Context: an optimization exercise on an open-source flow, tuned for small area. The choices shown serve that exercise and are no tape-out recipe.
Only simulation tests tie the RTL to the original design; equivalence was not proved.
No activity file was given, so power comes from the tool's default toggle rates.

Design ambient_light_backlight_controller, start of the top module:
module ambient_light_backlight_controller #(
   parameter int WINDOW_SIZE = 5,
   parameter int LUX_BITS    = 16
) (
   input  logic       clock,
   input  logic       reset,
   input  logic        req_valid,
   output logic        req_ready,
   input  logic        req_kind,
   input  logic [15:0] req_lux_sample,
   input  logic        req_auto_mode,
   input  logic        req_slider_valid,
   input  logic [7:0]  req_slider_level,
   output logic        rsp_valid,
   input  logic        rsp_ready,
   output logic [9:0]  rsp_backlight_level,
   output logic        rsp_level_written,
   output logic [9:0]  rsp_target_level,
   output logic [15:0] rsp_filtered_lux,
   input  logic       csr_wr_en,
   input  logic [2:0] csr_index,
   input  logic [9:0] csr_wr_data
);
Size: about 1200 cells after synthesis, ~84 I/O pins, ~12000 µm² of cells after synthesis.
Settings: LEC_CHECK=0, ABC_AREA=1, CAP_MARGIN=20, CORE_MARGIN=2, CORE_UTILIZATION=55, SLEW_MARGIN=20; clock period 10.0 ns.
standard.sh (not shown) runs the stock make flow with config.mk's settings and CLKGATE_MAP_FILE= SYNTH_SCRIPT=/design/flow/synth_recipe.tcl, a recipe that flattens the netlist after the stock synthesis.
==> flow/flow/run.sh <==
#!/bin/bash
# The standard layout (standard.sh with synth_recipe.tcl, both unchanged),
# with three changes:
#  - ABC maps the logic for area with flow/abc_area.script (used by ORFS when
#    ABC_AREA=1) in place of ORFS's own; the registers come from dfflibmap,
#    which runs before ABC, so they are the standard synthesis's;
#  - the port buffers use the smallest buffer cell;
#  - clock tree synthesis uses clkbuf_4 leaf clusters of up to 8 sinks
#    within 50 um, without dummy loads.
# ORFS writes each step's log under orfs/logs; make's output goes to standard.log.
set -e
here=$(pwd)
rm -rf "$here/orfs_scripts"
cp -r "$FLOW_HOME/scripts" "$here/orfs_scripts"
cp "$here/flow/abc_area.script" "$here/orfs_scripts/abc_area.script"
export SCRIPTS_DIR="$here/orfs_scripts"
export BUFFER_PORTS_ARGS="-buffer_cell sky130_fd_sc_hd__buf_1"
export CTS_ARGS="-sink_clustering_enable -repair_clock_nets -dont_use_dummy_load -buf_list sky130_fd_sc_hd__clkbuf_4 -sink_clustering_size 8 -sink_clustering_max_diameter 50"
bash standard.sh > standard.log 2>&1
==> flow/flow/abc_area.script <==
strash
balance -l
resub -K 6 -l
rewrite -l
resub -K 6 -N 2 -l
refactor -l
resub -K 8 -l
balance -l
resub -K 8 -N 2 -l
rewrite -l
resub -K 10 -l
rewrite -z -l
resub -K 10 -N 2 -l
balance -l
resub -K 12 -l
refactor -z -l
resub -K 12 -N 2 -l
rewrite -z -l
balance -l
dch -f
amap -m -F 4 -A 4
topo
stime -c
Change:
--- a/flow/design.v
+++ b/flow/design.v
@@ -52,27 +52,29 @@
    input  logic [7:0]  req_slider_level,
    output logic        rsp_valid,
    input  logic        rsp_ready,
    output logic [9:0]  rsp_backlight_level,
    output logic        rsp_level_written,
    output logic [9:0]  rsp_target_level,
    output logic [15:0] rsp_filtered_lux,
    input  logic       csr_wr_en,
    input  logic [2:0] csr_index,
    input  logic [9:0] csr_wr_data
 );
    typedef enum logic [4:0] {
-      S_IDLE, S_SAMP, S_MEDC, S_FLOAD, S_CMP, S_EMA, S_DIVS, S_SMAP,
-      S_DIV, S_OFFC, S_TGT, S_TGT2, S_GUPD, S_DIST, S_PREROT, S_RAMP, S_MSMAP,
-      S_ACC
+      S_IDLE = 5'd0, S_SAMP = 5'd1, S_ACC = 5'd2, S_MEDC = 5'd3,
+      S_FLOAD = 5'd4, S_CMP = 5'd5, S_EMA = 5'd6, S_PREROT = 5'd7,
+      S_DIV = 5'd8, S_DIVS = 5'd9,
+      S_SMAP = 5'd12, S_OFFC = 5'd13, S_TGT = 5'd14, S_TGT2 = 5'd15,
+      S_GUPD = 5'd16, S_DIST = 5'd17, S_RAMP = 5'd18, S_MSMAP = 5'd19
    } st_t;
    logic [7:0]  alpha_up_ff, alpha_down_ff;
    logic [9:0]  midpoint_ff;
    logic [5:0]  band_ff;
    logic [2:0]  shift_ff;
    logic [9:0]  min_ff, max_ff;
    st_t         state_ff;
    logic [3:0]  ph_ff;         
    logic [5:0]  cnt_ff;        
    logic [3:0]  pass_ff;       
    logic [4:0]  fill_ff;       
    logic        lm_ff, lmv_ff;
@@ -386,25 +388,25 @@
             cur_sh  = 1'b1;
             st_x    = q_ff[0] | (first & (q_ff == 10'd0));
             c_x     = cur_ff[0];
             s_x     = c_x ^ st_x ^ k1e;
             nk1     = up_ff ? maj(c_x, st_x, k1e) : bor(c_x, st_x, k1e);
             cur_in  = !cv_ff ? goal_ff[0] : eqc_ff ? c_x : s_x;
             last    = (cnt_ff == 6'd9);
          end
          default: begin
          end
       endcase
    end
-   assign req_ready = ((state_ff == S_SAMP) && (ph_ff == 4'd15)) || (state_ff == S_ACC);
+   assign req_ready = !reset && (((state_ff == S_SAMP) && (ph_ff == 4'd15)) || (state_ff == S_ACC));
    always_ff @(posedge clock) begin
       if (reset) begin
          alpha_up_ff   <= als_pkg::ALPHA_UP_RST;
          alpha_down_ff <= als_pkg::ALPHA_DOWN_RST;
          midpoint_ff   <= als_pkg::MIDPOINT_RST;
          band_ff       <= als_pkg::BAND_RST;
          shift_ff      <= als_pkg::SHIFT_RST;
          min_ff        <= als_pkg::MIN_LEVEL_RST;
          max_ff        <= als_pkg::MAX_LEVEL_RST;
       end else if (csr_wr_en) begin
          unique case (csr_index)
             als_pkg::CSR_ALPHA_UP:        alpha_up_ff   <= csr_wr_data[7:0];
Outcome:
- worst hold slack is better by 0.021 ns
- area after synthesis is lower by 0.53%
- flip-flop and latch count is unchanged
- total power is about the same
- routed wire length is lower by 1.4%
- combinational power stays flat

* * *

Another version of the RTL of ambient_light_backlight_controller (not shown whole).
For scale: roughly 1200 cells after synthesis, ~290 flip-flops, ~84 I/O pins.
clock: 10.0 ns
lec_check: 0
abc_area: 1
cap_margin: 20
core_margin: 2
core_utilization: 55
slew_margin: 20
Scripts as last shown in full above: flow/flow/run.sh, flow/flow/abc_area.script
The first run completed without violations.
Change:
--- a/flow/design.v
+++ b/flow/design.v
@@ -184,19 +184,19 @@
    always_comb begin
       f_sh = 1'b0; q_sh = 1'b0; off_sh = 1'b0; goal_sh = 1'b0; cur_sh = 1'b0;
       f23_in  = f_ff[0];
       f15_in  = f_ff[16];
       r_in    = r_ff[0];
       q_in    = q_ff[0];
       off_in  = off_ff[0];
       goal_in = goal_ff[0];
       cur_in  = cur_ff[0];
-      nk1 = k1; nk2 = k2; nk3 = k3; nk4 = k4; nk5 = k5; nk6 = k6; nk7 = k7;
+      nk1 = 1'b0; nk2 = 1'b0; nk3 = 1'b0; nk4 = 1'b0; nk5 = 1'b0; nk6 = 1'b0; nk7 = 1'b0;
       nd = d_ff;
       nup = up_ff; nneg = neg_ff; nlt = lt_ff; nltm = ltm_ff; ngtm = gtm_ff;
       nnz = nz_ff; ngtc = gtc_ff; neqc = eqc_ff;
       mul_s = 1'b0;
       a_x = 1'b0; b_x = 1'b0; s_x = 1'b0; t_x = 1'b0; g_x = 1'b0; c_x = 1'b0;
       st_x = 1'b0; au_x = 1'b0; ox_x = 1'b0;
       fl = 1'b0; d2x = 1'b0; dD = 1'b0; sD = 1'b0; rr = 1'b0; xx = 1'b0; xd = 1'b0;
       aa = 1'b0; tt = 1'b0; qd = 1'b0; dbit = 1'b0; nq = 1'b0;
       last = 1'b0;
@@ -391,19 +391,19 @@
             s_x     = c_x ^ st_x ^ k1e;
             nk1     = up_ff ? maj(c_x, st_x, k1e) : bor(c_x, st_x, k1e);
             cur_in  = !cv_ff ? goal_ff[0] : eqc_ff ? c_x : s_x;
             last    = (cnt_ff == 6'd9);
          end
          default: begin
          end
       endcase
    end
-   assign req_ready = ((state_ff == S_SAMP) && (ph_ff == 4'd15)) || (state_ff == S_ACC);
+   assign req_ready = !reset && (((state_ff == S_SAMP) && (ph_ff == 4'd15)) || (state_ff == S_ACC));
    always_ff @(posedge clock) begin
       if (reset) begin
          alpha_up_ff   <= als_pkg::ALPHA_UP_RST;
          alpha_down_ff <= als_pkg::ALPHA_DOWN_RST;
          midpoint_ff   <= als_pkg::MIDPOINT_RST;
          band_ff       <= als_pkg::BAND_RST;
          shift_ff      <= als_pkg::SHIFT_RST;
          min_ff        <= als_pkg::MIN_LEVEL_RST;
          max_ff        <= als_pkg::MAX_LEVEL_RST;
What happened:
- synthesized area fell by 0.90%
- flip-flop and latch count stays the same
- sequential share of layout area fell by 0.12 points
- core utilization fell by 0.12 points
- first-iteration DRC count fell by 5.4%

## separate check: timing with driven ports
The results above use ideal ports. As a check the final layouts listed here were re-extracted and re-timed, cells and wires unchanged.
Step 1 (the two cells are an assumption about what drives the block):
set clk [get_ports {clock}]
set_driving_cell -lib_cell sky130_fd_sc_hd__clkbuf_16 $clk
set_driving_cell -lib_cell sky130_fd_sc_hd__buf_2 [delete_from_list [all_inputs] $clk]
Step 2 times the ports against the registers' clock, not the clock port: input delays grow and output delays shrink by t, the midpoint of the rising clock arrivals with the driver on.
Three values: ideal, step 1, step 2; two values: the first two.
| run | shift t [ns] | setup WS [ns] | worst setup path after step 2 | worst data-port slew with drivers (ns) |
|---|---|---|---|---|
| the first run of note 1 | 0.667 | 3.079 / 3.096 / 2.429 | input to register | 0.04 |
| the second run of note 1 | 0.669 | 2.885 / 2.904 / 2.235 | input to register | 0.04 |
| the first run of note 2 | 0.679 | 2.614 / 2.635 / 1.956 | input to register | 0.03 |
| the second run of note 2 | 0.669 | 3.509 / 3.529 / 2.860 | input to register | 0.03 |
After both steps every run listed still meets setup and hold. For the first run of note 2, which loses most, drivers alone change the setup slack by +0.021 ns; drivers and shift together by -0.658 ns.
